This design comes from an exercise in tuning for small area on the open sky130 flow, not from production work. Only simulation tests tie the RTL to the original design; equivalence was not proved. Power is estimated from default activity; no workload was simulated.

$ cat flow/design.v
package cpu_reg_pkg;
    localparam int unsigned OFF_CTRL     = 0;
    localparam int unsigned OFF_FRAMELEN = 1;
    localparam int unsigned OFF_BLANKLEN = 2;
    localparam int unsigned OFF_TOTALNUM = 3;
    localparam int unsigned OFF_CUTNUM   = 4;
    localparam int unsigned OFF_COMMIT   = 5;
    localparam int unsigned CTRL_EN      = 0;
    localparam int unsigned CTRL_START   = 1;
    localparam int unsigned CTRL_STOP    = 2;
    localparam int unsigned CTRL_CLRFIFO = 3;
    localparam int unsigned STATUS_ADDR  = 0;
    localparam logic [2:0]  RS_STATUS    = 3'd6;
    localparam logic [2:0]  RS_ZERO      = 3'd7;
endpackage
module cmd_pulse_gen (
    input  logic       fire,
    input  logic       pulse,
    input  logic [1:0] cnt,
    output logic       pulse_d,
    output logic [1:0] cnt_d,
    output logic       pulse_prev
);
    assign pulse_d    = fire | (pulse & ~(cnt[1] & ~cnt[0]));
    assign cnt_d[1]   = ~fire & (~pulse | cnt[0]);
    assign cnt_d[0]   = ~fire & ~(pulse & cnt[1]);
    assign pulse_prev = pulse | ~(cnt[1] | cnt[0]);
endmodule
module reg_load_bit (
    input  logic take,
    input  logic keep,
    input  logic d,
    input  logic q,
    output logic y
);
    assign y = (take & d) | (keep & q);
endmodule
module reg_load #(
    parameter int unsigned W = 8
) (
    input  logic         take,
    input  logic         keep,
    input  logic [W-1:0] d,
    input  logic [W-1:0] q,
    output logic [W-1:0] y
);
    for (genvar i = 0; i < W; i++) begin : g_bit
        reg_load_bit u_bit (.take(take), .keep(keep), .d(d[i]), .q(q[i]), .y(y[i]));
    end
endmodule
import cpu_reg_pkg::*;
module cpu_reg_bank
#(
    parameter int unsigned NUM_CH    = 4,
    parameter int unsigned DATA_W    = 32,
    parameter int unsigned ADDR_W    = 9,
    parameter int unsigned CH_BASE   = 20,
    parameter int unsigned CH_STRIDE = 16,
    parameter int unsigned PULSE_LEN = 4
) (
    input  logic                   clk,
    input  logic                   pRST,
    input  logic                   cpu_wr_n,
    input  logic                   cpu_rd_n,
    input  logic [ADDR_W-1:0]      cpu_addr,
    input  logic [DATA_W/8-1:0]    cpu_be,
    input  logic [DATA_W-1:0]      cpu_wdata,
    output logic [DATA_W-1:0]      cpu_rdata,
    output logic                   cpu_rvalid,
    output logic [NUM_CH-1:0]      ch_enable,
    output logic [NUM_CH-1:0]      ch_start,
    output logic [NUM_CH-1:0]      ch_stop,
    output logic [NUM_CH-1:0]      ch_clrfifo,
    output logic [16*NUM_CH-1:0]   ch_framelen,
    output logic [16*NUM_CH-1:0]   ch_blanklen,
    output logic [32*NUM_CH-1:0]   ch_totalnum,
    output logic [32*NUM_CH-1:0]   ch_cutnum,
    output logic [NUM_CH-1:0]      ch_commit,
    output logic                   error
);
    logic wr_n_q, rd_n_q;
    logic wr_fire, rd_fire;
    assign wr_fire = wr_n_q & ~cpu_wr_n;
    assign rd_fire = rd_n_q & ~cpu_rd_n;
    logic       a_inwin, a_hit, a_status;
    logic [1:0] a_ch;
    logic [5:0] a_off1h;     
    always_comb begin
        a_inwin = 1'b1;
        case (cpu_addr[8:4])
            5'd1:    a_ch = 2'd0;
            5'd2:    a_ch = 2'd1;
            5'd3:    a_ch = 2'd2;
            5'd4:    a_ch = 2'd3;
            default: begin a_ch = 2'd0; a_inwin = 1'b0; end
        endcase
        for (int k = 0; k < 6; k++) a_off1h[k] = (cpu_addr[3:0] == 4'(4 + k));
    end
    assign a_hit    = a_inwin & (|a_off1h);
    assign a_status = (cpu_addr == 9'd0);
    logic       w_bad, w_clr_err;
    logic [3:0] w_ch;
    logic [3:0] we_ctrl, we_frame, we_blank, we_total, we_cut;
    logic [3:0] fire_start, fire_stop, fire_clr, commit_c;
    assign w_bad     = wr_fire & ~a_hit & ~a_status;
    assign w_clr_err = wr_fire & a_status & cpu_wdata[0];
    always_comb begin
        for (int c = 0; c < 4; c++) begin
            w_ch[c]       = wr_fire & a_inwin & (a_ch == 2'(c));
            we_ctrl[c]    = w_ch[c] & a_off1h[0];
            we_frame[c]   = w_ch[c] & a_off1h[1];
            we_blank[c]   = w_ch[c] & a_off1h[2];
            we_total[c]   = w_ch[c] & a_off1h[3];
            we_cut[c]     = w_ch[c] & a_off1h[4];
            commit_c[c]   = w_ch[c] & a_off1h[5] & cpu_wdata[0];
            fire_start[c] = we_ctrl[c] & cpu_wdata[CTRL_START] & ~cpu_wdata[CTRL_STOP];
            fire_stop[c]  = we_ctrl[c] & cpu_wdata[CTRL_STOP];
            fire_clr[c]   = we_ctrl[c] & cpu_wdata[CTRL_CLRFIFO];
        end
    end
    logic        rst_done;
    logic [3:0][15:0] sh_frame;
    logic [3:0][15:0] sh_blank;
    logic [3:0][31:0] sh_total;
    logic [3:0][31:0] sh_cut  ;
    logic [3:0][15:0] sh_frame_d;
    logic [3:0][15:0] sh_blank_d;
    logic [3:0][31:0] sh_total_d;
    logic [3:0][31:0] sh_cut_d  ;
    logic [3:0][1:0] tk_frame, tk_blank;
    logic [3:0][3:0] tk_total, tk_cut;
    always_comb begin
        for (int c = 0; c < 4; c++) begin
            for (int b = 0; b < 2; b++) begin
                tk_frame[c][b] = we_frame[c] & cpu_be[b];
                tk_blank[c][b] = we_blank[c] & cpu_be[b];
            end
            for (int b = 0; b < 4; b++) begin
                tk_total[c][b] = we_total[c] & cpu_be[b];
                tk_cut[c][b]   = we_cut[c] & cpu_be[b];
            end
        end
    end
    for (genvar c = 0; c < 4; c++) begin : g_sh
        for (genvar b = 0; b < 2; b++) begin : g_b16
            reg_load #(.W(8)) u_frame (.take(tk_frame[c][b]), .keep(~tk_frame[c][b] & rst_done),
                .d(cpu_wdata[8*b +: 8]), .q(sh_frame[c][8*b +: 8]), .y(sh_frame_d[c][8*b +: 8]));
            reg_load #(.W(8)) u_blank (.take(tk_blank[c][b]), .keep(~tk_blank[c][b] & rst_done),
                .d(cpu_wdata[8*b +: 8]), .q(sh_blank[c][8*b +: 8]), .y(sh_blank_d[c][8*b +: 8]));
        end
        for (genvar b = 0; b < 4; b++) begin : g_b32
            reg_load #(.W(8)) u_total (.take(tk_total[c][b]), .keep(~tk_total[c][b] & rst_done),
                .d(cpu_wdata[8*b +: 8]), .q(sh_total[c][8*b +: 8]), .y(sh_total_d[c][8*b +: 8]));
            reg_load #(.W(8)) u_cut (.take(tk_cut[c][b]), .keep(~tk_cut[c][b] & rst_done),
                .d(cpu_wdata[8*b +: 8]), .q(sh_cut[c][8*b +: 8]), .y(sh_cut_d[c][8*b +: 8]));
        end
    end
    always_ff @(posedge clk or posedge pRST) begin
        if (pRST) rst_done <= 1'b0;
        else      rst_done <= 1'b1;
    end
    always_ff @(posedge clk) begin
        sh_frame <= sh_frame_d;
        sh_blank <= sh_blank_d;
        sh_total <= sh_total_d;
        sh_cut   <= sh_cut_d;
    end
    logic [16*NUM_CH-1:0] act_frame_d, act_blank_d;
    logic [32*NUM_CH-1:0] act_total_d, act_cut_d;
    for (genvar c = 0; c < 4; c++) begin : g_act
        reg_load #(.W(16)) u_frame (.take(commit_c[c]), .keep(~commit_c[c]),
            .d(sh_frame[c]), .q(ch_framelen[16*c +: 16]), .y(act_frame_d[16*c +: 16]));
        reg_load #(.W(16)) u_blank (.take(commit_c[c]), .keep(~commit_c[c]),
            .d(sh_blank[c]), .q(ch_blanklen[16*c +: 16]), .y(act_blank_d[16*c +: 16]));
        reg_load #(.W(32)) u_total (.take(commit_c[c]), .keep(~commit_c[c]),
            .d(sh_total[c]), .q(ch_totalnum[32*c +: 32]), .y(act_total_d[32*c +: 32]));
        reg_load #(.W(32)) u_cut (.take(commit_c[c]), .keep(~commit_c[c]),
            .d(sh_cut[c]), .q(ch_cutnum[32*c +: 32]), .y(act_cut_d[32*c +: 32]));
    end
    always_ff @(posedge clk or posedge pRST) begin
        if (pRST) begin
            ch_framelen <= '0;
            ch_blanklen <= '0;
            ch_totalnum <= '0;
            ch_cutnum   <= '0;
        end else begin
            ch_framelen <= act_frame_d;
            ch_blanklen <= act_blank_d;
            ch_totalnum <= act_total_d;
            ch_cutnum   <= act_cut_d;
        end
    end
    logic       rd_pend;
    logic [8:0] bad_addr;
    logic [3:0] enable_d;
    for (genvar c = 0; c < 4; c++) begin : g_en
        reg_load #(.W(1)) u_en (.take(we_ctrl[c]), .keep(~we_ctrl[c]),
            .d(cpu_wdata[CTRL_EN]), .q(ch_enable[c]), .y(enable_d[c]));
    end
    always_ff @(posedge clk or posedge pRST) begin
        if (pRST) begin
            wr_n_q     <= 1'b0;
            rd_n_q     <= 1'b0;
            rd_pend    <= 1'b0;
            cpu_rvalid <= 1'b0;
            error      <= 1'b0;
            ch_enable  <= '0;
            ch_commit  <= '0;
        end else begin
            wr_n_q     <= cpu_wr_n;
            rd_n_q     <= cpu_rd_n;
            ch_commit  <= commit_c;
            rd_pend    <= rd_fire & wr_fire;
            cpu_rvalid <= (rd_fire & ~wr_fire) | rd_pend;
            if (w_bad)          error <= 1'b1;
            else if (w_clr_err) error <= 1'b0;
            ch_enable  <= enable_d;
        end
    end
    logic [8:0] bad_addr_d;
    reg_load #(.W(9)) u_bad (.take(w_bad), .keep(~w_bad & rst_done),
        .d(cpu_addr), .q(bad_addr), .y(bad_addr_d));
    always_ff @(posedge clk) bad_addr <= bad_addr_d;
    logic [3:0] p_start, p_stop, p_clr;
    logic [3:0][1:0] n_start, n_stop, n_clr;
    logic [3:0] p_start_d, p_stop_d, p_clr_d;
    logic [3:0][1:0] n_start_d, n_stop_d, n_clr_d;
    logic [3:0] start_prev, stop_prev, clr_prev;
    for (genvar g = 0; g < 4; g++) begin : g_pulse
        cmd_pulse_gen u_start (.fire(fire_start[g]), .pulse(p_start[g]), .cnt(n_start[g]),
            .pulse_d(p_start_d[g]), .cnt_d(n_start_d[g]), .pulse_prev(start_prev[g]));
        cmd_pulse_gen u_stop (.fire(fire_stop[g]), .pulse(p_stop[g]), .cnt(n_stop[g]),
            .pulse_d(p_stop_d[g]), .cnt_d(n_stop_d[g]), .pulse_prev(stop_prev[g]));
        cmd_pulse_gen u_clr (.fire(fire_clr[g]), .pulse(p_clr[g]), .cnt(n_clr[g]),
            .pulse_d(p_clr_d[g]), .cnt_d(n_clr_d[g]), .pulse_prev(clr_prev[g]));
    end
    always_ff @(posedge clk or posedge pRST) begin
        if (pRST) begin
            p_start <= '0;
            p_stop  <= '0;
            p_clr   <= '0;
        end else begin
            p_start <= p_start_d;
            p_stop  <= p_stop_d;
            p_clr   <= p_clr_d;
        end
    end
    always_ff @(posedge clk) begin
        n_start <= n_start_d;
        n_stop  <= n_stop_d;
        n_clr   <= n_clr_d;
    end
    assign ch_start   = p_start;
    assign ch_stop    = p_stop;
    assign ch_clrfifo = p_clr;
    logic [2:0] rs_code;     
    logic [1:0] rs_ch;
    logic [2:0] a_code;
    always_comb begin
        a_code = RS_ZERO;
        if (a_status) a_code = RS_STATUS;
        else if (a_inwin) begin
            for (int k = 0; k < 5; k++)
                if (a_off1h[k]) a_code = 3'(k);
        end
    end
    logic [4:0] rs_d;
    reg_load #(.W(5)) u_rs (.take(rd_fire), .keep(~rd_fire),
        .d({a_code, a_ch}), .q({rs_code, rs_ch}), .y(rs_d));
    always_ff @(posedge clk) {rs_code, rs_ch} <= rs_d;
    always_comb begin
        logic [3:0] chs;
        cpu_rdata = '0;
        for (int c = 0; c < 4; c++) begin
            chs[c] = cpu_rvalid & (rs_ch == 2'(c));
            if (chs[c] && rs_code == 3'd0)
                cpu_rdata[3:0] = cpu_rdata[3:0] |
                                 {clr_prev[c], stop_prev[c], start_prev[c], ch_enable[c]};
            if (chs[c] && rs_code == 3'd1) cpu_rdata[15:0] = cpu_rdata[15:0] | sh_frame[c];
            if (chs[c] && rs_code == 3'd2) cpu_rdata[15:0] = cpu_rdata[15:0] | sh_blank[c];
            if (chs[c] && rs_code == 3'd3) cpu_rdata = cpu_rdata | sh_total[c];
            if (chs[c] && rs_code == 3'd4) cpu_rdata = cpu_rdata | sh_cut[c];
        end
        if (cpu_rvalid && rs_code == RS_STATUS) cpu_rdata[9:0] = cpu_rdata[9:0] | {bad_addr, error};
    end
endmodule
$ cat flow/flow/run.sh
#!/bin/bash
# The standard layout, with two changes made through ORFS's own knobs:
#  - the port buffers that global placement inserts are buf_1 cells
#    (every input and output port still gets its own buffer);
#  - clock tree synthesis uses small clock buffers and no dummy loads.
set -euo pipefail
export BUFFER_PORTS_ARGS="-buffer_cell sky130_fd_sc_hd__buf_1"
export CTS_ARGS="-sink_clustering_enable -repair_clock_nets -dont_use_dummy_load -buf_list {sky130_fd_sc_hd__clkbuf_4 sky130_fd_sc_hd__clkbuf_8}"
bash standard.sh > standard.log 2>&1
$ cat flow/standard.sh
#!/bin/bash
# synth_recipe.tcl (not shown) runs the flow's synth.tcl, then flattens the netlist and writes it again
# the make line also repeats each setting of config.mk as NAME=value (left out here)
make -C /OpenROAD-flow-scripts/flow DESIGN_CONFIG=/design/flow/config.mk WORK_HOME=/design/flow/orfs CLKGATE_MAP_FILE= SYNTH_SCRIPT=/design/flow/synth_recipe.tcl "${@:-finish}"
$ cat flow/config.mk
export PLATFORM = sky130hd
export DESIGN_NAME = cpu_reg_bank
export DESIGN_NICKNAME = cpu_reg_bank
export VERILOG_FILES = /design/flow/design.v
export SDC_FILE = /design/flow/constraint.sdc
export NUM_CORES = 4
export LEC_CHECK = 0
export CAP_MARGIN = 20
export CORE_MARGIN = 2
export CORE_UTILIZATION = 65
export SLEW_MARGIN = 20
export SYNTH_HIERARCHICAL = 1
export SYNTH_MINIMUM_KEEP_SIZE = 0
$ cat flow/constraint.sdc
create_clock -name core_clock -period 5.0 [get_ports {clk}]
set_input_delay 1.0000 -clock core_clock [delete_from_list [all_inputs] [get_ports {clk}]]
set_output_delay 1.0000 -clock core_clock [all_outputs]
set_load 0.01 [all_outputs]
==> impl_metrics.py, run 1 <==
metrics = {
    "global_routing": {
        "grt_start_max_net_pins": 127,
        "grt_pass1_vias": 23980,
        "grt_pass1_wl_um": 155900,
        "antenna_found_initial": 1,
        "grt_overflow": 0,
        "track_usage_pct": 44.15,
    },
    "logic_synthesis": {
        "seq_area_frac_synth_pct": 62.61,
        "yosys_warnings": 7,
        "synth_compound_area_share_pct": 29.60,
        "synthAdderAreaFrac_pct": 0,
        "synth_edf_count": 0,
        "synth_mux_area_share_pct": 1.135,
        "yosys.cell_types.count": 64,
        "avgSynthCellArea_um2": 13.17,
        "syn_nets": 2317,
        "synth-seq-cells": 832,
        "synth-simple-area-share_pct": 5.126,
        "syn_inst": 2268,
        "synth.cell_area_um2": 29880,
        "synthXorXnorAreaFrac_pct": 0.02931,
        "synthArstFlopShare_pct": 49.28,
        "synth_top_family_by_area": "compound AO/OA/AOI/OAI gates",
        "synth-main-ff-cell": "dfxtp_1",
    },
    "final_layout": {
        "final_area_um2": 34480,
        "n_antenna_cell": 0,
        "area_growth_pct": 15.39,
        "drive_above_1_share_pct": 8.119,
        "nNetsFinal": 2933,
        "nFillCells": 3044,
    },
    "placed_design": {
        "pre_cts_slack_ns": 1.141,
        "port_buffers": 486,
        "postPlaceCellArea_um2": 32660,
        "dp_hpwl_um": 73480,
        "gp_congestion": 1.034,
    },
    "setup_path": {
        "path_max_fanout": 16,
        "cp.buffers_inverters": 2,
        "crit_family": "simple AND/OR/NAND/NOR gates",
        "worst_path_max_delay_cell": "nor2_2",
        "critPathMaxStageDelay_ns": 0.90,
        "cp-startpoint": "rs_ch[1]",
        "worst_ep_arrival_time_ns": 3.76,
        "cp-end-kind": "output port",
        "reg2reg_from": "wr_n_q",
        "crit_type": "register to output port",
        "startpoint_type": "register",
        "worstPathCellList": "nand2_1 > nor2_2 > buf_4 > a22oi_1 > and3_1 > nand4_1 > buf_1",
        "required_ns": 4.00,
    },
    "cts": {
        "postCtsSetupBuffers": 0,
        "cts_hold_buffers": 0,
        "cts_max_level": 4,
        "root_buffer": "clkbuf_8",
        "numCtsBuffers": 132,
        "clk_pin_slew_worst_paths_ns": 0.06,
        "clk_latency_ns": 0.78,
        "cts_buffer_depth": 3,
        "ctsResizeCount": 0,
        "cts.sinks": 832,
        "cts_tree": "yes",
    },
    "pwr": {
        "p_int_mw": 9.105,
        "p_clk_share_pct": 39.7,
        "combPwrFrac_pct": 3.1,
        "switching_share_pct": 22.78,
        "peakVddDrop_mv": 0.2331,
        "p_leak_nw": 14.89,
        "power.switching_mw": 2.686,
        "power-per-cell-area_nw_per_um2": 342.0,
        "seqPwrFrac_pct": 57.1,
    },
    "sta": {
        "worstMarginPinSlew_ns": 1.163,
        "max_slew_margin_pct": 22.47,
        "fmax_mhz": 210.0,
        "fin_crit_sh_pct": 95.25,
        "hold_violations": 0,
        "timing.final.ws_setup_ns": 0.2376,
        "period_needed_ns": 4.762,
        "rsz0062_at_grt": "false",
        "finalClockSkew_ns": 0.04671,
        "setup_viol": 0,
        "drv_slew": 0,
    },
    "detailed_routing": {
        "wl_um": 106200,
        "wl_per_cell_um": 30.50,
        "ant_nets": 0,
        "post_drt_via_cell_ratio": 7.271,
        "drtIter0Drc": 3666,
        "topRoutingLayerUsed": "met5",
        "met2_wirelength_um": 47370,
        "wl_met3_um": 12940,
        "dr_total_vias": 25320,
        "drt-met1-wl_um": 40390,
        "drt_pass1_iterations": 6,
        "post-route-drc-count": 0,
    },
    "floorplanning": {
        "fp.dieH_um": 218.4,
        "pin_count": 487,
        "die_w_um": 218.4,
        "core.rowCount": 78,
        "dieArea_um2": 47700,
        "initial_core_util_pct": 65.84,
        "fp.coreArea_um2": 45380,
    },
    "run_status": {
        "status": "finished clean",
    },
    "flow_run": {
        "drv_cap": 0,
    },
    "hold_path": {
        "min_path_type": "input pin to asynchronous set/reset pin",
    },
}
==> sequential cells by signal, summed over array words and instances, names as in the netlist, 2 cells and up <==
signal	count
ch_cutnum	128
ch_totalnum	128
sh_cut	128
sh_total	128
ch_blanklen	64
ch_framelen	64
sh_blank	64
sh_frame	64
bad_addr	9
n_clr	8
n_start	8
n_stop	8
ch_commit	4
ch_enable	4
p_clr	4
p_start	4
p_stop	4
rs_code	3
rs_ch	2
==> cell type report <==
| type | instances | area [um^2] | share of cell area (%) |
|---|---|---|---|
| tap | 600 | 750.7 | 2.178 |
| inverter | 27 | 115.1 | 0.3339 |
| multi-input combinational | 1353 | 10770 | 31.23 |
| timing repair buffer | 538 | 2318 | 6.725 |
| sequential | 832 | 18710 | 54.27 |
| clock buffer | 132 | 1817 | 5.270 |
==> synthesized netlist by cell type, types with 2 or more instances <==
cell type	count	area, um^2
nand3b_1	3	22.52
buf_2	18	90.09
or2_2	6	37.54
nand4_1	27	168.9
or3b_2	2	17.52
a221oi_1	8	70.07
and3b_1	2	17.52
a21o_1	14	105.1
dfrtp_1	410	10260
buf_4	11	82.58
a22o_1	794	6954
or4b_4	2	27.53
dfxtp_1	422	8448
a222oi_1	11	110.1
a21oi_1	57	285.3
and4_1	5	43.79
nand2b_1	22	137.6
mux2_2	9	101.4
inv_1	27	101.4
nor3_1	9	45.04
nor2_2	10	62.56
clkbuf_1	18	67.56
nor2_1	59	221.5
or3_1	5	31.28
nand2_1	26	97.59
nand3_1	15	75.07
o22ai_1	2	12.51
and3_1	16	100.1
and2_1	31	193.9
a22oi_1	129	968.4
mux2i_1	20	200.2
nor3b_1	3	22.52
o21ai_0	6	30.03
o21bai_1	13	97.59
a31oi_1	4	25.02
a2bb2oi_1	8	70.07
nor2b_1	4	25.02
buf_6	9	101.4
a32oi_1	6	52.55
==> layer usage <==
layer	global-route usage, %	vias to the layer above
met5	0	-
met3	12.29	371
met4	21.50	2
met1	60.38	12580
met2	65.23	2032
li1	-	10330
==> through the flow <==
step	utilization, %	setup TNS [ns]	hold slack (ns)	std cells	total power, mW
floorplan	-	-625.51	0.4044	2268	7.049
global placement	71.96	0	0.4427	3350	7.213
detailed placement	71.96	0	0.4361	3350	7.222
CTS	75.96	0	0.2283	3482	11.80
global route	75.97	0	0.2679	3482	12.11
finish	75.97	0	0.2555	3482	11.79
==> worst paths after layout <==
path,cells after the start,end,slack [ns]
setup / recovery,7,cpu_rdata[4],0.24
max in group asynchronous,3,ch_totalnum[111],3.59
min in group core_clock,1,rd_n_q,0.35
setup reg to reg,8,ch_blanklen[3],2.07
hold reg to reg,1,cpu_rvalid,0.46
hold / removal,2,ch_cutnum[21],0.26
==> per-module statistics from Yosys (local to each module, per instance), a selection <==
| module | flip-flops and latches | cell area [um^2] |
|---|---|---|
| reg_load_bit | 0 | 8.758 |
| cmd_pulse_gen | 0 | 35.03 |
| cpu_reg_bank | 832 | 22570 |
==> power groups by stage <==
| stage | clock [mW] | combinational [mW] | sequential [mW] |
|---|---|---|---|
| finish | 4.68 | 0.371 | 6.74 |
| global route | 4.99 | 0.389 | 6.73 |
| CTS | 4.70 | 0.360 | 6.73 |
| detailed placement | 0 | 0.359 | 6.86 |
| global placement | 0 | 0.352 | 6.86 |
| floorplan | 0 | 0.205 | 6.84 |
==> cells by family after synthesis <==
kind of cell | after synthesis
other cells | 1
compound gates | 1059
mux | 31
xor+xnor | 1
buf+inv | 83
simple gates | 261
flops | 832
==> layout by cell type (no fill, tap or decap), types with 4 or more instances in the layout <==
master and n:
nor2b_1 4, a221oi_1 8, buf_4 43, a22o_1 794, and3_1 16, mux2i_1 20
or2_2 4, nand2_1 26, nor2_2 13, clkbuf_8 132, a21o_1 14, nor2_1 56
a21oi_1 57, nand3_1 13, a222oi_1 11, a31oi_1 4, buf_12 8, nand4_1 27
a22oi_1 129, and2_1 31, a2bb2oi_1 8, buf_1 486, a32oi_1 6, dfrtp_1 410
nand2b_1 22, o21ai_0 6, mux2_2 9, inv_1 21, o21bai_1 13, or3_1 5
dfxtp_1 421, nor3_1 9, and4_1 5
==> inputs of run 2 (changes only) <==
--- a/flow/flow/run.sh
+++ b/flow/flow/run.sh
@@ -7,3 +7,3 @@
 export BUFFER_PORTS_ARGS="-buffer_cell sky130_fd_sc_hd__buf_1"
-export CTS_ARGS="-sink_clustering_enable -repair_clock_nets -dont_use_dummy_load -buf_list {sky130_fd_sc_hd__clkbuf_4 sky130_fd_sc_hd__clkbuf_8}"
+export CTS_ARGS="-sink_clustering_enable -repair_clock_nets -dont_use_dummy_load -sink_clustering_size 20 -sink_clustering_max_diameter 60 -buf_list {sky130_fd_sc_hd__clkbuf_16}"
 bash standard.sh > standard.log 2>&1
==> impl_metrics.py, run 2 <==
metrics = {
    "logic_synthesis": {
        "syn_nets": 2317,
        "yosys_warnings": 7,
        "synth_top_family_by_area": "compound AO/OA/AOI/OAI gates",
        "netlist.area_leader.share_pct": 34.34,
        "yosysMostFrequentCell": "a22o_1",
        "syn_inst": 2268,
        "synthArstFlopShare_pct": 49.28,
        "synth_compound_area_share_pct": 29.60,
        "synthAdderAreaFrac_pct": 0,
        "synthXorXnorAreaFrac_pct": 0.02931,
        "synth_edf_count": 0,
        "synth-simple-area-share_pct": 5.126,
        "synth.largest_area_cell": "dfrtp_1",
        "synth-main-ff-cell": "dfxtp_1",
        "synth_area_leaders": "dfrtp_1 34%, dfxtp_1 28%, a22o_1 23%, a22oi_1 3.2%, a21oi_1 0.95%",
        "seq_area_frac_synth_pct": 62.61,
        "synth.top_cells.by_count": "794 x a22o_1, 422 x dfxtp_1, 410 x dfrtp_1",
        "synth-seq-cells": 832,
        "yosys.cell_types.count": 64,
        "avgSynthCellArea_um2": 13.17,
        "synth.cell_area_um2": 29880,
        "synth_mux_area_share_pct": 1.135,
    },
    "placed_design": {
        "gp_congestion": 1.034,
        "port_buffers": 486,
        "postPlaceCellArea_um2": 32660,
        "pre_cts_slack_ns": 1.141,
        "placed_cells": 3350,
        "dp_hpwl_um": 73480,
    },
    "floorplanning": {
        "die_w_um": 218.4,
        "fp.coreArea_um2": 45380,
        "pin_count": 487,
        "core.rowCount": 78,
        "initial_core_util_pct": 65.84,
        "dieArea_um2": 47700,
        "fp.dieH_um": 218.4,
    },
    "setup_path": {
        "path_max_fanout": 16,
        "required_ns": 4.00,
        "crit_type": "register to output port",
        "cp-end-kind": "output port",
        "worst_ep_arrival_time_ns": 3.66,
        "startpoint_type": "register",
    },
    "pwr": {
        "peakVddDrop_mv": 0.3208,
        "p_int_mw": 8.499,
        "power.switching_mw": 2.443,
        "power-per-cell-area_nw_per_um2": 322.9,
        "seqPwrFrac_pct": 61.4,
        "switching_share_pct": 22.33,
        "p_leak_nw": 14.55,
        "combPwrFrac_pct": 3.4,
        "p_clk_share_pct": 35.2,
    },
    "run_status": {
        "status": "finished clean",
    },
    "sta": {
        "max_slew_margin_pct": 21.62,
        "period_needed_ns": 4.663,
        "fin_crit_sh_pct": 93.26,
        "hold_violations": 0,
        "fmax_mhz": 214.5,
        "worstMarginPinSlew_ns": 1.176,
        "timing.final.ws_setup_ns": 0.3371,
        "rsz0062_at_grt": "false",
        "drv_slew": 0,
        "hold_ws_ns": 0.4151,
        "finalClockSkew_ns": 0.03764,
        "setup_viol": 0,
    },
    "final_layout": {
        "layout_commonest_cell": "a22o_1",
        "drive_above_1_share_pct": 5.395,
        "n_antenna_cell": 0,
        "area_growth_pct": 13.41,
        "fin_cells": 3399,
        "final_area_um2": 33890,
        "final_cell_mix": "794 x a22o_1, 486 x buf_1, 421 x dfxtp_1",
        "final_util_pct": 74.67,
        "nNetsFinal": 2850,
    },
    "cts": {
        "cts_hold_buffers": 0,
        "numCtsBuffers": 49,
        "cts_tree": "yes",
        "postCtsSetupBuffers": 0,
        "cts_buffer_depth": 3,
        "root_buffer": "clkbuf_16",
        "clk_latency_ns": 0.63,
        "cts_max_level": 2,
        "cts.sinks": 832,
        "clk_pin_slew_worst_paths_ns": 0.08,
        "ctsResizeCount": 0,
    },
    "detailed_routing": {
        "post_drt_via_cell_ratio": 7.295,
        "drt_pass1_iterations": 8,
        "dr_total_vias": 24800,
        "wl_um": 105000,
        "wl_per_cell_um": 30.89,
        "ant_nets": 0,
        "drtIter0Drc": 3455,
        "post-route-drc-count": 0,
    },
    "hold_path": {
        "min_path_type": "input pin to asynchronous set/reset pin",
    },
    "global_routing": {
        "antenna_found_initial": 1,
        "grt_pass1_vias": 23270,
        "use_met1_pct": 59.96,
        "track_usage_pct": 43.13,
        "use_met2_pct": 63.95,
        "grt_start_max_net_pins": 127,
        "grt_overflow": 0,
        "grt.busiest_layer": "met2",
        "grt.met3_usage_pct": 10.73,
        "grt_pass1_wl_um": 153500,
    },
    "flow_run": {
        "drv_cap": 0,
    },
}
==> run 2: changes by cell type in the layout (fill, tap and decap cells not counted) <==
cell,delta
clkbuf_16,+49
clkbuf_8,-132
==> run 2: logic make-up (layout without fill, tap and decap cells) <==
family                    count (synthesis)  count (layout)
xor gates and xnor gates                  1               1
muxes                                    31              31
DFF                                     832             832
AOI/OAI and AO/OA                      1059            1059
and+or+nand+nor                         261             261
buffers and inverters                    83             614
other                                     1               1
==> run 2: path summary, 6_finish.rpt <==
kind,from,end,slack (ns),cells after the start
worst max-delay path,rs_ch[1],cpu_rdata[4],0.34,7
worst min-delay path,pRST,ch_cutnum[22],0.42,2
worst max register to register,wr_n_q,ch_blanklen[3],2.09,8
worst min register to register,n_clr[4],n_clr[5],0.47,2
max in group asynchronous,pRST,ch_framelen[47],3.48,3
min in group core_clock,n_clr[4],n_clr[5],0.47,2
==> run 2: power groups by stage <==
stage / logic, mW / clock network (mW) / registers (mW)
floorplan: 0.205 / 0 / 6.84
global placement: 0.352 / 0 / 6.86
detailed placement: 0.359 / 0 / 6.86
CTS: 0.359 / 3.85 / 6.72
global route: 0.390 / 4.09 / 6.72
finish: 0.371 / 3.85 / 6.72
==> run 2: critical path, stage by stage (launching register included) <==
cell and delay [ns]:
dfxtp_1 0.76, nand2_1 0.25, nor2_2 0.92, buf_4 0.42, a22oi_1 0.13, and3_1 0.25
nand4_1 0.15, buf_1 0.17
==> run 2: cell type report <==
cell class	count	area (um^2)
clock buffers	49	1226
repair buffers	538	2318
flip-flops and latches	832	18710
inverters	27	115.1
fillers	3128	11500
multi-input cells	1353	10770
well taps	600	750.7
==> run 2: per-module statistics from Yosys (local to each module, per instance), a selection <==
module,cells inside,copies in the design,cell area (um^2),flip-flops and latches
cpu_reg_bank,1410,1,22570,832
reg_load_bit,1,786,8.758,0
cmd_pulse_gen,6,12,35.03,0
==> run 2: routing by layer <==
metal  vias up  routed length (um)
li1      10200                   -
met5         -                  11
met1     12280               39810
met2      1982               46610
met4         2                5567
met3       338               13020
==> run 2: through the flow <==
stage	total power [mW]	TNS, ns
after global placement	7.213	0
final	10.94	0
after CTS	10.93	0
after detailed placement	7.222	0
after global routing	11.20	0
after floorplan	7.049	-625.51
==> inputs of run 3 (changes only) <==
--- a/flow/flow/run.sh
+++ b/flow/flow/run.sh
@@ -7,3 +7,3 @@
 export BUFFER_PORTS_ARGS="-buffer_cell sky130_fd_sc_hd__buf_1"
-export CTS_ARGS="-sink_clustering_enable -repair_clock_nets -dont_use_dummy_load -sink_clustering_size 20 -sink_clustering_max_diameter 60 -buf_list {sky130_fd_sc_hd__clkbuf_16}"
+export CTS_ARGS="-sink_clustering_enable -repair_clock_nets -dont_use_dummy_load -sink_clustering_size 9 -sink_clustering_max_diameter 35 -buf_list {sky130_fd_sc_hd__clkbuf_4}"
 bash standard.sh > standard.log 2>&1
==> impl_metrics.py, run 3 <==
metrics = {
    "sta": {
        "timing.final.ws_setup_ns": 0.2252,
        "period_needed_ns": 4.775,
        "hold_violations": 0,
        "fmax_mhz": 209.4,
        "finalClockSkew_ns": 0.06323,
        "fin_crit_sh_pct": 95.50,
        "rsz0062_at_grt": "false",
        "drv_slew": 0,
        "max_slew_margin_pct": 22.68,
        "worstMarginPinSlew_ns": 1.160,
        "setup_viol": 0,
    },
    "floorplanning": {
        "initial_core_util_pct": 65.84,
        "core.rowCount": 78,
        "die_w_um": 218.4,
        "fp.coreArea_um2": 45380,
        "fp.dieH_um": 218.4,
        "pin_count": 487,
        "dieArea_um2": 47700,
    },
    "cts": {
        "clk_pin_slew_worst_paths_ns": 0.09,
        "cts_tree": "yes",
        "numCtsBuffers": 130,
        "cts.sinks": 832,
        "cts_buffer_depth": 3,
        "cts_max_level": 4,
        "postCtsSetupBuffers": 0,
        "clk_latency_ns": 1.02,
        "root_buffer": "clkbuf_4",
    },
    "global_routing": {
        "grt_overflow": 0,
        "grt_start_max_net_pins": 127,
        "grt_pass1_wl_um": 154300,
        "track_usage_pct": 43.68,
        "antenna_found_initial": 2,
        "grt_pass1_vias": 23750,
    },
    "final_layout": {
        "final_util_pct": 74.17,
        "nFillCells": 3196,
        "nNetsFinal": 2932,
        "final_area_um2": 33660,
        "fin_cells": 3485,
        "area_growth_pct": 12.66,
        "final_cell_mix": "794 x a22o_1, 486 x buf_1, 421 x dfxtp_1",
        "layout_commonest_cell": "a22o_1",
        "drive_above_1_share_pct": 8.053,
    },
    "logic_synthesis": {
        "seq_area_frac_synth_pct": 62.61,
        "syn_inst": 2268,
        "synth.largest_area_cell": "dfrtp_1",
        "yosys_warnings": 7,
        "synth_edf_count": 0,
        "yosysMostFrequentCell": "a22o_1",
        "synth.top_cells.by_count": "794 x a22o_1, 422 x dfxtp_1, 410 x dfrtp_1",
        "netlist.area_leader.share_pct": 34.34,
        "synth.cell_area_um2": 29880,
        "avgSynthCellArea_um2": 13.17,
        "synth-seq-cells": 832,
        "syn_nets": 2317,
        "yosys.cell_types.count": 64,
        "synth-main-ff-cell": "dfxtp_1",
        "synthArstFlopShare_pct": 49.28,
        "synth_area_leaders": "dfrtp_1 34%, dfxtp_1 28%, a22o_1 23%, a22oi_1 3.2%, a21oi_1 0.95%",
    },
    "detailed_routing": {
        "wl_um": 105300,
        "ant_nets": 0,
        "wl_per_cell_um": 30.20,
        "dr_total_vias": 25340,
        "drt_pass1_iterations": 9,
        "drtIter0Drc": 3548,
        "post_drt_via_cell_ratio": 7.271,
        "post-route-drc-count": 0,
    },
    "pwr": {
        "power_mw": 10.46,
        "power-per-cell-area_nw_per_um2": 310.6,
        "peakVddDrop_mv": 0.2420,
        "p_leak_nw": 14.55,
    },
    "placed_design": {
        "dp_hpwl_um": 73480,
        "port_buffers": 486,
        "postPlaceCellArea_um2": 32660,
        "placed_cells": 3350,
        "gp_congestion": 1.034,
        "pre_cts_slack_ns": 1.141,
    },
    "setup_path": {
        "cp-end-kind": "output port",
        "worst_ep_arrival_time_ns": 3.77,
        "crit_type": "register to output port",
        "required_ns": 4.00,
        "path_max_fanout": 16,
        "ff2ff_path_depth": 8,
        "r2r_end": "ch_blanklen[11]",
        "regToRegSetupSlack_ns": 2.06,
        "startpoint_type": "register",
        "reg2reg_from": "wr_n_q",
    },
    "hold_path": {
        "min_to": "rd_n_q",
        "hp-start": "cpu_rd_n",
        "min_path_cells": 1,
        "min_path_type": "input pin to register",
    },
    "flow_run": {
        "drv_cap": 0,
    },
    "run_status": {
        "status": "finished clean",
    },
}
## run 3: cell types whose count changed in the layout (fill, tap and decap cells not counted), sizes merged
cell and delta:
diode +4, clkbuf +81, dlygate4sd3 +1
## run 3: cells by family after synthesis
logic type / synth area share, %
AO/OA/AOI/OAI: 29.60
flip-flops: 62.61
AND/OR/NAND/NOR: 5.126
buffers and inverters: 1.482
multiplexers: 1.135
XOR/XNOR: 0.02932
other: 0.01255
## run 3: where the power goes
group	switching (mW)	internal (mW)	total, mW	leakage [nW]
sequential	0.0350	6.69	6.72	9.12
combinational	0.296	0.0763	0.372	4.83
clock	2.16	1.20	3.36	0.598
total	2.50	7.96	10.5	14.5
## run 3: layout make-up
cell class                      count  area, um^2  share of cell area [%]
Tap cell                          600       750.7                   2.230
Sequential cell                   832       18710                   55.58
Inverter                           27       115.1                  0.3420
Timing Repair Buffer              539        2328                   6.918
Multi-Input combinational cell   1353       10770                   32.00
Antenna cell                        4       10.01                 0.02974
Clock buffer                      130       975.9                   2.899
## run 3: worst max path at each step
stage | start | end | slack (ns) | depth (start not counted)
after floorplan | pRST | ch_blanklen[0] | -1.53 | 1
after global placement | rs_ch[1] | cpu_rdata[4] | 1.25 | 7
after detailed placement | rs_ch[1] | cpu_rdata[4] | 1.14 | 7
after CTS | rs_ch[1] | cpu_rdata[4] | 0.08 | 7
after global routing | rs_ch[1] | cpu_rdata[27] | 0.16 | 7
final | rs_ch[1] | cpu_rdata[27] | 0.23 | 7
## run 3: worst max-delay path: stages (launching register included)
cell	delay [ns]
dfxtp_1	0.76
nand4b_4	0.33
nor2_2	0.87
buf_4	0.31
a22o_1	0.16
a221oi_1	0.05
nand3_1	0.13
buf_1	0.17
## run 3: per-module statistics from Yosys (local to each module, per instance), excerpt
| module | flops+latches | cells |
|---|---|---|
| cpu_reg_bank | 832 | 1410 |
| reg_load_bit | 0 | 1 |
| cmd_pulse_gen | 0 | 6 |
## run 3: metal layers
layer  share of wire [%]  global-route usage [%]  vias up
met4                 5.3                   21.93        0
met5                   0                       0        -
met2                  44                   63.83     2081
met3                  12                   11.48      358
li1                    -                       -    10380
met1                  38                   60.56    12520
## run 3: timing repair
item / 4_1_cts / 5_1_grt
resized for setup: 0 / 1
hold buffers: 1 / 0
endpoints found under the hold margin: 2 / 0
endpoints found under the setup margin: 0 / 1
## run 3: per-stage QoR
| stage | hold WS [ns] | TNS (ns) |
|---|---|---|
| floorplan | 0.4044 | -625.51 |
| finish | 0.1499 | 0 |
| global route | 0.1235 | 0 |
| detailed placement | 0.4361 | 0 |
| CTS | 0.08406 | 0 |
| global placement | 0.4427 | 0 |
==> inputs of run 4 (changes only) <==
--- a/flow/flow/run.sh
+++ b/flow/flow/run.sh
@@ -7,3 +7,3 @@
 export BUFFER_PORTS_ARGS="-buffer_cell sky130_fd_sc_hd__buf_1"
-export CTS_ARGS="-sink_clustering_enable -repair_clock_nets -dont_use_dummy_load -sink_clustering_size 9 -sink_clustering_max_diameter 35 -buf_list {sky130_fd_sc_hd__clkbuf_4}"
+export CTS_ARGS="-sink_clustering_enable -repair_clock_nets -dont_use_dummy_load -sink_clustering_size 18 -sink_clustering_max_diameter 50 -buf_list {sky130_fd_sc_hd__clkbuf_8}"
 bash standard.sh > standard.log 2>&1
==> impl_metrics.py, run 4 <==
metrics = {
    "sta": {
        "max_slew_margin_pct": 22.27,
        "fin_crit_sh_pct": 94.98,
        "drv_slew": 0,
        "period_needed_ns": 4.749,
        "worstMarginPinSlew_ns": 1.166,
        "fmax_mhz": 210.6,
        "rsz0062_at_grt": "false",
        "finalClockSkew_ns": 0.05456,
        "setup_viol": 0,
        "hold_violations": 0,
        "timing.final.ws_setup_ns": 0.2509,
    },
    "cts": {
        "cts_max_level": 2,
        "numCtsBuffers": 59,
        "cts_buffer_depth": 3,
        "clk_latency_ns": 0.74,
        "cts_tree": "yes",
        "root_buffer": "clkbuf_8",
        "clk_pin_slew_worst_paths_ns": 0.11,
        "ctsResizeCount": 0,
        "cts.sinks": 832,
        "postCtsSetupBuffers": 0,
        "cts_hold_buffers": 0,
    },
    "detailed_routing": {
        "wl_um": 104500,
        "drt_pass1_iterations": 6,
        "post_drt_via_cell_ratio": 7.245,
        "wl_per_cell_um": 30.65,
        "dr_total_vias": 24710,
        "ant_nets": 0,
        "post-route-drc-count": 0,
        "drtIter0Drc": 3587,
    },
    "logic_synthesis": {
        "synth_edf_count": 0,
        "yosysMostFrequentCell": "a22o_1",
        "synthArstFlopShare_pct": 49.28,
        "synth.top_cells.by_count": "794 x a22o_1, 422 x dfxtp_1, 410 x dfrtp_1",
        "synthXorXnorAreaFrac_pct": 0.02931,
        "synth-simple-area-share_pct": 5.126,
        "synth_area_leaders": "dfrtp_1 34%, dfxtp_1 28%, a22o_1 23%, a22oi_1 3.2%, a21oi_1 0.95%",
        "avgSynthCellArea_um2": 13.17,
        "yosys.cell_types.count": 64,
        "yosys_warnings": 7,
        "seq_area_frac_synth_pct": 62.61,
        "synth_compound_area_share_pct": 29.60,
        "synth.largest_area_cell": "dfrtp_1",
        "netlist.area_leader.share_pct": 34.34,
        "syn_nets": 2317,
        "synth_mux_area_share_pct": 1.135,
        "synthAdderAreaFrac_pct": 0,
        "syn_inst": 2268,
        "synth-main-ff-cell": "dfxtp_1",
        "synth.cell_area_um2": 29880,
        "synth_top_family_by_area": "compound AO/OA/AOI/OAI gates",
        "synth-seq-cells": 832,
    },
    "final_layout": {
        "final_area_um2": 33480,
        "regArea_um2": 18710,
        "final_cell_mix": "794 x a22o_1, 486 x buf_1, 421 x dfxtp_1",
        "nNetsFinal": 2860,
        "drive_above_1_share_pct": 5.732,
        "multi_input_area_um2": 10770,
        "area_growth_pct": 12.04,
        "nFillCells": 3181,
        "layout_commonest_cell": "a22o_1",
    },
    "placed_design": {
        "gp_congestion": 1.034,
        "pre_cts_slack_ns": 1.141,
        "port_buffers": 486,
        "postPlaceCellArea_um2": 32660,
        "dp_hpwl_um": 73480,
    },
    "global_routing": {
        "grt_start_max_net_pins": 127,
        "grt_pass1_wl_um": 153200,
        "track_usage_pct": 43.00,
        "grt_overflow": 0,
        "grt_pass1_vias": 23200,
        "antenna_found_initial": 0,
    },
    "pwr": {
        "power-per-cell-area_nw_per_um2": 304.7,
        "p_leak_nw": 14.37,
        "peakVddDrop_mv": 0.2661,
    },
    "floorplanning": {
        "die_w_um": 218.4,
        "fp.coreArea_um2": 45380,
        "core.rowCount": 78,
        "fp.dieH_um": 218.4,
        "pin_count": 487,
        "initial_core_util_pct": 65.84,
        "dieArea_um2": 47700,
    },
    "setup_path": {
        "crit_type": "register to output port",
        "startpoint_type": "register",
        "cp-end-kind": "output port",
        "path_max_fanout": 16,
        "required_ns": 4.00,
        "worst_ep_arrival_time_ns": 3.75,
    },
    "flow_run": {
        "drv_cap": 0,
    },
    "hold_path": {
        "min_path_type": "input pin to asynchronous set/reset pin",
    },
    "run_status": {
        "status": "finished clean",
    },
}
-- run 4: cell families after synthesis --
| logic type | count (synthesis) |
|---|---|
| other cells | 1 |
| compound gates | 1059 |
| flops | 832 |
| buf+inv | 83 |
| simple gates | 261 |
| xor+xnor | 1 |
| mux | 31 |
-- run 4: per-module statistics from Yosys (local to each module, per instance), excerpt --
| module | area (um^2) | times used | cells inside |
|---|---|---|---|
| cmd_pulse_gen | 35.03 | 12 | 6 |
| cpu_reg_bank | 22570 | 1 | 1410 |
| reg_load_bit | 8.758 | 786 | 1 |
-- run 4: final timing paths --
kind / startpoint / end / slack, ns / cells past startpoint
hold reg to reg: n_clr[6] / n_clr[7] / 0.45 / 2
setup reg to reg: wr_n_q / ch_framelen[1] / 2.11 / 8
setup / recovery: rs_ch[1] / cpu_rdata[4] / 0.25 / 7
min in group core_clock: cpu_rd_n / rd_n_q / 0.41 / 1
hold / removal: pRST / ch_totalnum[17] / 0.28 / 2
max in group asynchronous: pRST / ch_cutnum[35] / 3.56 / 3
-- run 4: metal layers --
layer	global-route usage [%]	part of all wire, %	vias up
li1	-	-	10180
met1	60.34	39	12330
met2	63.92	45	1883
met3	10.48	12	322
met4	18.87	5.1	0
met5	0	0	-
-- run 4: worst max-delay path: stages, from the launching register on --
cell,delay (ns)
dfxtp_1,0.76
nand2_1,0.25
nor2_2,0.92
buf_4,0.41
a22oi_1,0.13
and3_1,0.25
nand4_1,0.16
buf_1,0.17
-- run 4: final cells by class --
cell class                 count  area share [%]
sequential                   832           55.89
multi-input combinational   1353           32.16
timing repair buffer         538           6.926
clock buffer                  59           2.426
tap                          600           2.243
inverter                      27          0.3439
antenna                        2         0.01495
-- run 4: power by group --
group	internal (mW)	switching (mW)	total, mW	leakage [nW]
Sequential	6.69	0.0346	6.72	9.12
Combinational	0.0758	0.296	0.371	4.82
Clock	1.05	2.06	3.11	0.424
-- run 4: metrics by stage --
step | util, % | instances | power (mW) | hold slack (ns) | setup TNS (ns)
2_1_floorplan | - | 2268 | 7.049 | 0.4044 | -625.51
3_3_place_gp | 71.96 | 3350 | 7.213 | 0.4427 | 0
3_5_place_dp | 71.96 | 3350 | 7.222 | 0.4361 | 0
4_1_cts | 73.75 | 3409 | 10.18 | 0.2705 | 0
5_1_grt | 73.76 | 3409 | 10.46 | 0.3055 | 0
6_report | 73.77 | 3411 | 10.20 | 0.2771 | 0
==> inputs of run 5 (changes only) <==
--- a/flow/flow/run.sh
+++ b/flow/flow/run.sh
@@ -7,3 +7,3 @@
 export BUFFER_PORTS_ARGS="-buffer_cell sky130_fd_sc_hd__buf_1"
-export CTS_ARGS="-sink_clustering_enable -repair_clock_nets -dont_use_dummy_load -sink_clustering_size 18 -sink_clustering_max_diameter 50 -buf_list {sky130_fd_sc_hd__clkbuf_8}"
+export CTS_ARGS="-sink_clustering_enable -repair_clock_nets -dont_use_dummy_load -sink_clustering_size 14 -sink_clustering_max_diameter 50 -buf_list {sky130_fd_sc_hd__clkbuf_8}"
 bash standard.sh > standard.log 2>&1
==> impl_metrics.py, run 5 <==
metrics = {
    "global_routing": {
        "grt_pass1_vias": 23350,
        "track_usage_pct": 43.26,
        "antenna_found_initial": 1,
        "grt_overflow": 0,
        "grt_start_max_net_pins": 127,
        "grt_pass1_wl_um": 153700,
    },
    "logic_synthesis": {
        "yosysMostFrequentCell": "a22o_1",
        "syn_nets": 2317,
        "avgSynthCellArea_um2": 13.17,
        "synthArstFlopShare_pct": 49.28,
        "synth.largest_area_cell": "dfrtp_1",
        "yosys_warnings": 7,
        "synth_area_leaders": "dfrtp_1 34%, dfxtp_1 28%, a22o_1 23%, a22oi_1 3.2%, a21oi_1 0.95%",
        "syn_inst": 2268,
        "synth-seq-cells": 832,
        "seq_area_frac_synth_pct": 62.61,
        "synth-main-ff-cell": "dfxtp_1",
        "synth.cell_area_um2": 29880,
        "yosys.cell_types.count": 64,
        "synth_edf_count": 0,
        "synth.top_cells.by_count": "794 x a22o_1, 422 x dfxtp_1, 410 x dfrtp_1",
        "netlist.area_leader.share_pct": 34.34,
    },
    "detailed_routing": {
        "drt_pass1_iterations": 6,
        "drtIter0Drc": 3228,
        "wl_um": 104900,
        "post_drt_via_cell_ratio": 7.255,
        "ant_nets": 0,
        "post-route-drc-count": 0,
        "dr_total_vias": 24820,
        "wl_per_cell_um": 30.66,
    },
    "setup_path": {
        "crit_cells": 7,
        "crit_family": "simple AND/OR/NAND/NOR gates",
        "crit_type": "register to output port",
        "cp.buffers_inverters": 2,
        "worst_ep_arrival_time_ns": 3.72,
        "path_max_fanout": 16,
        "required_ns": 4.00,
        "critPathMaxStageDelay_ns": 0.90,
        "cp-end-kind": "output port",
        "worstPathCellList": "nand2_1 > nor2_2 > buf_4 > a22oi_1 > and3_1 > nand4_1 > buf_1",
        "startpoint_type": "register",
        "ff2ff_path_depth": 8,
        "worst_path_max_delay_cell": "nor2_2",
    },
    "sta": {
        "max_slew_margin_pct": 23.33,
        "finalClockSkew_ns": 0.03677,
        "period_needed_ns": 4.721,
        "drv_slew": 0,
        "worstMarginPinSlew_ns": 1.150,
        "fin_crit_sh_pct": 94.43,
        "fmax_mhz": 211.8,
        "tns_ns": 0,
        "hold_violations": 0,
        "setup_viol": 0,
        "timing.final.ws_setup_ns": 0.2787,
        "rsz0062_at_grt": "false",
    },
    "final_layout": {
        "layout_commonest_cell": "a22o_1",
        "nNetsFinal": 2872,
        "final_cell_mix": "794 x a22o_1, 486 x buf_1, 421 x dfxtp_1",
        "area_growth_pct": 12.58,
        "drive_above_1_share_pct": 6.133,
        "n_antenna_cell": 0,
    },
    "pwr": {
        "p_leak_nw": 14.45,
        "peakVddDrop_mv": 0.2396,
        "power-per-cell-area_nw_per_um2": 311.0,
    },
    "hold_path": {
        "min_path_type": "input pin to asynchronous set/reset pin",
    },
    "cts": {
        "cts_buffer_depth": 3,
        "root_buffer": "clkbuf_8",
        "clk_pin_slew_worst_paths_ns": 0.09,
        "ctsResizeCount": 0,
        "cts_tree": "yes",
        "numCtsBuffers": 71,
        "clk_latency_ns": 0.68,
        "cts_max_level": 3,
        "cts_hold_buffers": 0,
        "cts.sinks": 832,
        "postCtsSetupBuffers": 0,
    },
    "floorplanning": {
        "die_w_um": 218.4,
        "pin_count": 487,
        "dieArea_um2": 47700,
        "core.rowCount": 78,
        "initial_core_util_pct": 65.84,
        "fp.coreArea_um2": 45380,
        "fp.dieH_um": 218.4,
    },
    "placed_design": {
        "port_buffers": 486,
        "pre_cts_slack_ns": 1.141,
        "dp_hpwl_um": 73480,
        "gp_congestion": 1.034,
    },
    "flow_run": {
        "drv_cap": 0,
    },
    "run_status": {
        "status": "finished clean",
    },
}
-- run 5: cell counts after synthesis --
Identical to the previous run, type by type.
-- run 5: Yosys stat by module (local to each module, per instance), a selection --
module / times used / cells / area [um^2] / flops+latches
cpu_reg_bank: 1 / 1410 / 22570 / 832
cmd_pulse_gen: 12 / 6 / 35.03 / 0
reg_load_bit: 786 / 1 / 8.758 / 0
-- run 5: cell families (layout without fill, tap and decap cells) --
logic type | count (synthesis) | after routing | share of synthesized area, %
XOR/XNOR | 1 | 1 | 0.02932
other | 1 | 1 | 0.01255
flip-flops | 832 | 832 | 62.61
buffers and inverters | 83 | 636 | 1.482
AO/OA/AOI/OAI | 1059 | 1059 | 29.60
AND/OR/NAND/NOR | 261 | 261 | 5.126
multiplexers | 31 | 31 | 1.135
-- run 5: worst register-to-register path: cells and delay by family (launching register included) --
kind / cells / cell delay (ns)
buffers and inverters: 3 / 0.96
AOI/OAI and AO/OA: 1 / 0.47
and+or+nand+nor: 4 / 0.93
DFF: 1 / 0.39
-- run 5: area by class of cell --
| type | instances | area (um^2) |
|---|---|---|
| Fill cell | 3170 | 11750 |
| Timing Repair Buffer | 538 | 2318 |
| Multi-Input combinational cell | 1353 | 10770 |
| Inverter | 27 | 115.1 |
| Sequential cell | 832 | 18710 |
| Tap cell | 600 | 750.7 |
| Clock buffer | 71 | 977.2 |
-- run 5: per-layer routing --
metal | track usage (%) | share of wire, % | vias to the layer above
li1 | - | - | 10220
met1 | 60.33 | 38 | 12340
met2 | 64.15 | 45 | 1927
met3 | 10.98 | 12 | 331
met4 | 19.55 | 4.9 | 2
met5 | 0 | 0.010 | -
-- run 5: power by group --
group          internal (mW)  switching, mW
sequential              6.69         0.0347
combinational         0.0758          0.295
clock                   1.28           2.10
-- run 5: final timing paths --
kind / start / slack, ns / to
max in group asynchronous: pRST / 3.50 / ch_totalnum[109]
min: pRST / 0.35 / ch_cutnum[54]
max: rs_ch[1] / 0.28 / cpu_rdata[4]
max reg2reg: wr_n_q / 2.12 / ch_blanklen[0]
min in group core_clock: cpu_rd_n / 0.44 / rd_n_q
min reg2reg: n_stop[2] / 0.46 / n_stop[3]
-- run 5: metrics by stage --
step | instances | total power, mW | util [%] | hold slack, ns | cell area (um^2)
2_1_floorplan | 2268 | 7.049 | - | 0.4044 | 29900
3_3_place_gp | 3350 | 7.213 | 71.96 | 0.4427 | 32660
3_5_place_dp | 3350 | 7.222 | 71.96 | 0.4361 | 32660
4_1_cts | 3421 | 10.45 | 74.11 | 0.3274 | 33630
5_1_grt | 3421 | 10.73 | 74.12 | 0.3573 | 33640
6_report | 3421 | 10.46 | 74.12 | 0.3514 | 33640
==> inputs of run 6 (changes only) <==
--- a/flow/config.mk
+++ b/flow/config.mk
@@ -7,6 +7,6 @@
 export LEC_CHECK = 0
-export CAP_MARGIN = 20
+export CAP_MARGIN = 0
 export CORE_MARGIN = 2
 export CORE_UTILIZATION = 65
-export SLEW_MARGIN = 20
+export SLEW_MARGIN = 0
 export SYNTH_HIERARCHICAL = 1
==> impl_metrics.py, run 6 <==
metrics = {
    "cts": {
        "cts_tree": "yes",
        "clk_pin_slew_worst_paths_ns": 0.09,
        "postCtsSetupBuffers": 0,
        "cts_buffer_depth": 3,
        "cts_max_level": 3,
        "cts.sinks": 832,
        "ctsResizeCount": 0,
        "root_buffer": "clkbuf_8",
        "numCtsBuffers": 71,
        "cts_hold_buffers": 0,
        "clk_latency_ns": 0.68,
    },
    "final_layout": {
        "nNetsFinal": 2872,
        "fin_cells": 3421,
        "nFillCells": 3168,
        "n_antenna_cell": 0,
        "final_area_um2": 33630,
        "final_util_pct": 74.11,
        "final_cell_mix": "794 x a22o_1, 486 x buf_1, 421 x dfxtp_1",
        "area_growth_pct": 12.56,
        "drive_above_1_share_pct": 6.133,
        "layout_commonest_cell": "a22o_1",
    },
    "sta": {
        "timing.final.ws_setup_ns": 0.2233,
        "period_needed_ns": 4.777,
        "max_slew_margin_pct": 19.56,
        "setup_viol": 0,
        "drv_slew": 0,
        "fmax_mhz": 209.4,
        "finalClockSkew_ns": 0.03481,
        "hold_violations": 0,
        "worstMarginPinSlew_ns": 1.207,
        "tns_ns": 0,
        "rsz0062_at_grt": "false",
        "hold_ws_ns": 0.3478,
        "fin_crit_sh_pct": 95.53,
    },
    "detailed_routing": {
        "wl_per_cell_um": 30.66,
        "post_drt_via_cell_ratio": 7.274,
        "drt_pass1_iterations": 7,
        "wl_um": 104900,
        "drtIter0Drc": 3553,
        "ant_nets": 0,
        "dr_total_vias": 24880,
        "post-route-drc-count": 0,
    },
    "placed_design": {
        "gp_congestion": 1.034,
        "postPlaceCellArea_um2": 32660,
        "dp_hpwl_um": 73480,
        "pre_cts_slack_ns": 1.141,
        "port_buffers": 486,
        "placed_cells": 3350,
    },
    "floorplanning": {
        "dieArea_um2": 47700,
        "fp.coreArea_um2": 45380,
        "core.rowCount": 78,
        "die_w_um": 218.4,
        "fp.dieH_um": 218.4,
        "pin_count": 487,
        "initial_core_util_pct": 65.84,
    },
    "setup_path": {
        "worst_ep_arrival_time_ns": 3.78,
        "cp.buffers_inverters": 2,
        "path_max_fanout": 16,
        "reg2reg_from": "wr_n_q",
        "cp-startpoint": "rs_ch[1]",
        "worstPathCellList": "nand2_1 > nor2_2 > buf_4 > a22oi_1 > and3_1 > nand4_1 > buf_1",
        "worst_path_max_delay_cell": "nor2_2",
        "startpoint_type": "register",
        "ff2ff_path_depth": 8,
        "required_ns": 4.00,
        "regToRegSetupSlack_ns": 2.10,
        "r2r_end": "ch_cutnum[3]",
        "cp-end-kind": "output port",
        "critPathMaxStageDelay_ns": 0.94,
        "crit_family": "simple AND/OR/NAND/NOR gates",
        "crit_type": "register to output port",
    },
    "hold_path": {
        "min_path_type": "input pin to asynchronous set/reset pin",
    },
    "logic_synthesis": {
        "netlist.area_leader.share_pct": 34.34,
        "synthXorXnorAreaFrac_pct": 0.02931,
        "seq_area_frac_synth_pct": 62.61,
        "yosysMostFrequentCell": "a22o_1",
        "synth.largest_area_cell": "dfrtp_1",
        "synth_area_leaders": "dfrtp_1 34%, dfxtp_1 28%, a22o_1 23%, a22oi_1 3.2%, a21oi_1 0.95%",
        "synth-main-ff-cell": "dfxtp_1",
        "synth_mux_area_share_pct": 1.135,
        "synth-simple-area-share_pct": 5.126,
        "syn_nets": 2317,
        "synth.cell_area_um2": 29880,
        "synth_compound_area_share_pct": 29.60,
        "yosys.cell_types.count": 64,
        "synthArstFlopShare_pct": 49.28,
        "yosys_warnings": 7,
        "syn_inst": 2268,
        "avgSynthCellArea_um2": 13.17,
        "synth-seq-cells": 832,
        "synth_top_family_by_area": "compound AO/OA/AOI/OAI gates",
        "synth.top_cells.by_count": "794 x a22o_1, 422 x dfxtp_1, 410 x dfrtp_1",
        "synthAdderAreaFrac_pct": 0,
        "synth_edf_count": 0,
    },
    "global_routing": {
        "grt_start_max_net_pins": 127,
        "track_usage_pct": 43.26,
        "grt_pass1_vias": 23350,
        "grt_pass1_wl_um": 153700,
        "antenna_found_initial": 1,
        "grt_overflow": 0,
    },
    "pwr": {
        "p_leak_nw": 14.45,
        "power-per-cell-area_nw_per_um2": 311.2,
        "p_int_mw": 8.037,
        "power_mw": 10.47,
        "p_clk_share_pct": 32.3,
        "switching_share_pct": 23.21,
        "combPwrFrac_pct": 3.5,
        "peakVddDrop_mv": 0.2392,
        "power.switching_mw": 2.429,
        "seqPwrFrac_pct": 64.2,
    },
    "flow_run": {
        "drv_cap": 0,
    },
    "run_status": {
        "status": "finished clean",
    },
}
-- run 6: cell counts after synthesis --
No cell type changed its count.
-- run 6: cell type report --
cell class	count	area, um^2	area share (%)
Sequential cell	832	18710	55.63
Multi-Input combinational cell	1353	10770	32.01
Timing Repair Buffer	538	2315	6.882
Clock buffer	71	977.2	2.906
Tap cell	600	750.7	2.232
Inverter	27	115.1	0.3423
-- run 6: cell families after synthesis --
logic type | Yosys count
xor gates and xnor gates | 1
other | 1
and+or+nand+nor | 261
AOI/OAI and AO/OA | 1059
DFF | 832
buffers and inverters | 83
muxes | 31
-- run 6: per-layer routing --
metal  track usage, %  vias up  share of wire, %
met3            10.98      328                13
met5                0        -             0.010
met2            64.15     1954                44
li1                 -    10220                 -
met1            60.33    12380                38
met4            19.55        2               5.0
-- run 6: power by group through the flow --
stage	combinational [mW]	sequential (mW)	clock, mW
6_report	0.370	6.72	3.38
3_3_place_gp	0.352	6.86	0
3_5_place_dp	0.359	6.86	0
4_1_cts	0.359	6.72	3.37
5_1_grt	0.389	6.72	3.62
2_1_floorplan	0.205	6.84	0
-- run 6: worst max-delay path by stage --
stage	endpoint	slack [ns]	cells past startpoint
floorplan	ch_blanklen[0]	-1.53	1
global placement	cpu_rdata[4]	1.25	7
detailed placement	cpu_rdata[4]	1.14	7
CTS	cpu_rdata[4]	0.41	7
global route	cpu_rdata[4]	0.22	7
finish	cpu_rdata[4]	0.22	7
-- run 6: Yosys stat by module, one instance, submodules excluded, excerpt --
module,times used,flops+latches,cells inside,cell area [um^2]
cpu_reg_bank,1,832,1410,22570
cmd_pulse_gen,12,0,6,35.03
reg_load_bit,786,0,1,8.758
==> inputs of run 7 (changes only) <==
==> flow/run.sh (new file) <==
#!/bin/bash
# synth_recipe.tcl (not shown) runs the flow's synth.tcl, then flattens the netlist and writes it again
# the make line also repeats each setting of config.mk as NAME=value (left out here)
make -C /OpenROAD-flow-scripts/flow DESIGN_CONFIG=/design/flow/config.mk WORK_HOME=/design/flow/orfs CLKGATE_MAP_FILE= SYNTH_SCRIPT=/design/flow/synth_recipe.tcl finish
--- a/flow/config.mk
+++ b/flow/config.mk
@@ -7,6 +7,7 @@
 export LEC_CHECK = 0
-export CAP_MARGIN = 0
+export CAP_MARGIN = 20
 export CORE_MARGIN = 2
 export CORE_UTILIZATION = 65
-export SLEW_MARGIN = 0
+export CTS_BUF_LIST = sky130_fd_sc_hd__clkbuf_4 sky130_fd_sc_hd__clkbuf_8
+export SLEW_MARGIN = 20
 export SYNTH_HIERARCHICAL = 1
removed: flow/flow/run.sh
removed: flow/standard.sh
==> impl_metrics.py, run 7 <==
metrics = {
    "run_status": {
        "status": "finished clean",
    },
    "pwr": {
        "power.switching_mw": 3.046,
        "combPwrFrac_pct": 3.2,
        "power-per-cell-area_nw_per_um2": 341.1,
        "seqPwrFrac_pct": 51.1,
        "p_int_mw": 10.10,
        "switching_share_pct": 23.17,
        "p_clk_share_pct": 45.6,
        "peakVddDrop_mv": 0.3049,
        "p_leak_nw": 16.58,
    },
    "logic_synthesis": {
        "yosys.cell_types.count": 64,
        "synth.top_cells.by_count": "794 x a22o_1, 422 x dfxtp_1, 410 x dfrtp_1",
        "synth-main-ff-cell": "dfxtp_1",
        "synth_edf_count": 0,
        "synth-seq-cells": 832,
        "yosysMostFrequentCell": "a22o_1",
        "avgSynthCellArea_um2": 13.17,
        "syn_nets": 2317,
        "synth.largest_area_cell": "dfrtp_1",
        "synth_area_leaders": "dfrtp_1 34%, dfxtp_1 28%, a22o_1 23%, a22oi_1 3.2%, a21oi_1 0.95%",
        "yosys_warnings": 7,
        "synth.cell_area_um2": 29880,
        "seq_area_frac_synth_pct": 62.61,
        "netlist.area_leader.share_pct": 34.34,
        "syn_inst": 2268,
        "synthArstFlopShare_pct": 49.28,
    },
    "detailed_routing": {
        "drtIter0Drc": 4621,
        "post_drt_via_cell_ratio": 7.533,
        "topRoutingLayerUsed": "met5",
        "wl_per_cell_um": 33.05,
        "post-route-drc-count": 0,
        "ant_nets": 0,
        "drt_pass1_iterations": 9,
        "wl_um": 118900,
        "drt-met1-wl_um": 39680,
        "wl_met3_um": 19050,
        "dr_total_vias": 27090,
        "met2_wirelength_um": 52260,
    },
    "cts": {
        "cts_tree": "yes",
        "root_buffer": "clkbuf_8",
        "cts_buffer_depth": 3,
        "cts_max_level": 3,
        "numCtsBuffers": 121,
        "clk_pin_slew_worst_paths_ns": 0.07,
        "clk_latency_ns": 0.76,
        "cts_hold_buffers": 0,
        "cts.sinks": 832,
    },
    "floorplanning": {
        "fp.dieH_um": 218.4,
        "fp.coreArea_um2": 45380,
        "core.rowCount": 78,
        "pin_count": 487,
        "initial_core_util_pct": 65.84,
        "die_w_um": 218.4,
        "dieArea_um2": 47700,
    },
    "setup_path": {
        "worstPathCellList": "nand2b_1 > nor2_2 > buf_4 > a22oi_1 > o2111ai_1 > a311o_1 > clkdlybuf4s50_1",
        "crit_type": "register to output port",
        "startpoint_type": "register",
        "path_max_fanout": 22,
        "worst_path_max_delay_cell": "dfxtp_2",
        "cp-end-kind": "output port",
        "required_ns": 4.00,
        "worst_ep_arrival_time_ns": 3.94,
        "cp.buffers_inverters": 2,
        "crit_family": "buffers and inverters",
        "critPathMaxStageDelay_ns": 0.71,
    },
    "sta": {
        "hold_violations": 0,
        "setup_viol": 0,
        "max_slew_margin_pct": 20.71,
        "drv_slew": 0,
        "period_needed_ns": 4.936,
        "finalClockSkew_ns": 0.02772,
        "fin_crit_sh_pct": 98.72,
        "hold_ws_ns": 0.4392,
        "rsz0062_at_grt": "false",
        "fmax_mhz": 202.6,
        "worstMarginPinSlew_ns": 1.186,
    },
    "final_layout": {
        "area_growth_pct": 28.97,
        "final_cell_mix": "794 x a22o_1, 486 x clkdlybuf4s50_1, 420 x dfxtp_1",
        "drive_above_1_share_pct": 11.65,
        "nNetsFinal": 2936,
        "final_area_um2": 38540,
        "final_util_pct": 84.92,
        "layout_commonest_cell": "a22o_1",
    },
    "placed_design": {
        "dp_hpwl_um": 77590,
        "postPlaceCellArea_um2": 35790,
        "gp_congestion": 1.064,
        "port_buffers": 486,
    },
    "hold_path": {
        "min_path_type": "register to register",
    },
    "flow_run": {
        "drv_cap": 0,
    },
    "global_routing": {
        "antenna_found_initial": 2,
        "grt_pass1_vias": 26640,
        "grt_overflow": 0,
        "grt_start_max_net_pins": 115,
        "grt_pass1_wl_um": 174400,
        "track_usage_pct": 49.24,
    },
}
-- run 7: cell counts after synthesis --
No cell type changed its count.
-- run 7: final timing paths --
path	from	to	slack (ns)	depth (start not counted)
setup / recovery	rs_code[1]	cpu_rdata[1]	0.06	7
hold / removal	rd_pend	cpu_rvalid	0.44	1
setup reg to reg	wr_n_q	ch_totalnum[84]	2.17	7
hold reg to reg	rd_pend	cpu_rvalid	0.44	1
max in group asynchronous	pRST	ch_totalnum[31]	3.00	4
min in group asynchronous	pRST	ch_cutnum[53]	0.70	2
-- run 7: Yosys stat by module (local to each module, per instance), a selection --
module         cell area [um^2]  flip-flops and latches  copies in the design
reg_load_bit              8.758                       0                   786
cmd_pulse_gen             35.03                       0                    12
cpu_reg_bank              22570                     832                     1
-- run 7: worst register-to-register path: stages (launching register included) --
cell and delay, ns:
dfrtp_1 0.34, nand2b_1 0.14, nor3_4 0.23, nand3_1 0.47
or2_4 0.59, clkinv_2 0.11, buf_4 0.56, a22o_1 0.32
-- run 7: area by class of cell --
type | count | area, um^2
timing repair buffer | 552 | 5451
sequential | 832 | 18710
tap | 600 | 750.7
inverter | 27 | 115.1
antenna | 1 | 2.502
fill | 2173 | 6845
clock inverter | 25 | 198.9
clock buffer | 206 | 2535
multi-input combinational | 1353 | 10770
-- run 7: power groups by stage --
stage | Combinational (mW) | Sequential [mW] | Clock [mW]
6_report | 0.424 | 6.72 | 6.00
5_1_grt | 0.437 | 6.72 | 6.28
4_1_cts | 0.403 | 6.72 | 5.96
3_5_place_dp | 0.398 | 6.86 | 0
3_3_place_gp | 0.388 | 6.86 | 0
2_1_floorplan | 0.205 | 6.84 | 0
-- run 7: metal layers --
metal | vias up | track usage [%]
met2 | 2816 | 73.70
met3 | 682 | 18.20
li1 | 10450 | -
met1 | 13140 | 62.48
met5 | - | 0
met4 | 2 | 26.33
-- run 7: cells by family after synthesis --
group | Yosys count | synth area share [%]
DFF | 832 | 62.61
buffers and inverters | 83 | 1.482
other | 1 | 0.01255
muxes | 31 | 1.135
and+or+nand+nor | 261 | 5.126
xor gates and xnor gates | 1 | 0.02932
AOI/OAI and AO/OA | 1059 | 29.60
-- run 7: stage by stage --
stage / instances / power (mW) / setup TNS, ns / setup slack (ns)
after detailed placement: 3364 / 7.254 / 0 / 0.8496
after floorplan: 2268 / 7.049 / -625.51 / -1.526
after global routing: 3595 / 13.43 / 0 / 0.04731
final: 3596 / 13.15 / 0 / 0.06410
after global placement: 3364 / 7.243 / 0 / 0.8258
after CTS: 3595 / 13.08 / 0 / 0.03825
-- run 7: repair_timing --
item,4_1_cts,5_1_grt
buffers inserted,0,0
gates resized for setup,0,2
endpoints found under the setup margin,0,9

Check on run 7: ideal ports give 0.064 ns setup slack; a clkbuf_16 on the clock port and buf_2 on the inputs give 0.006 ns; moving port delays by the midpoint clock arrival (0.801 ns) as well gives 0.733 ns.
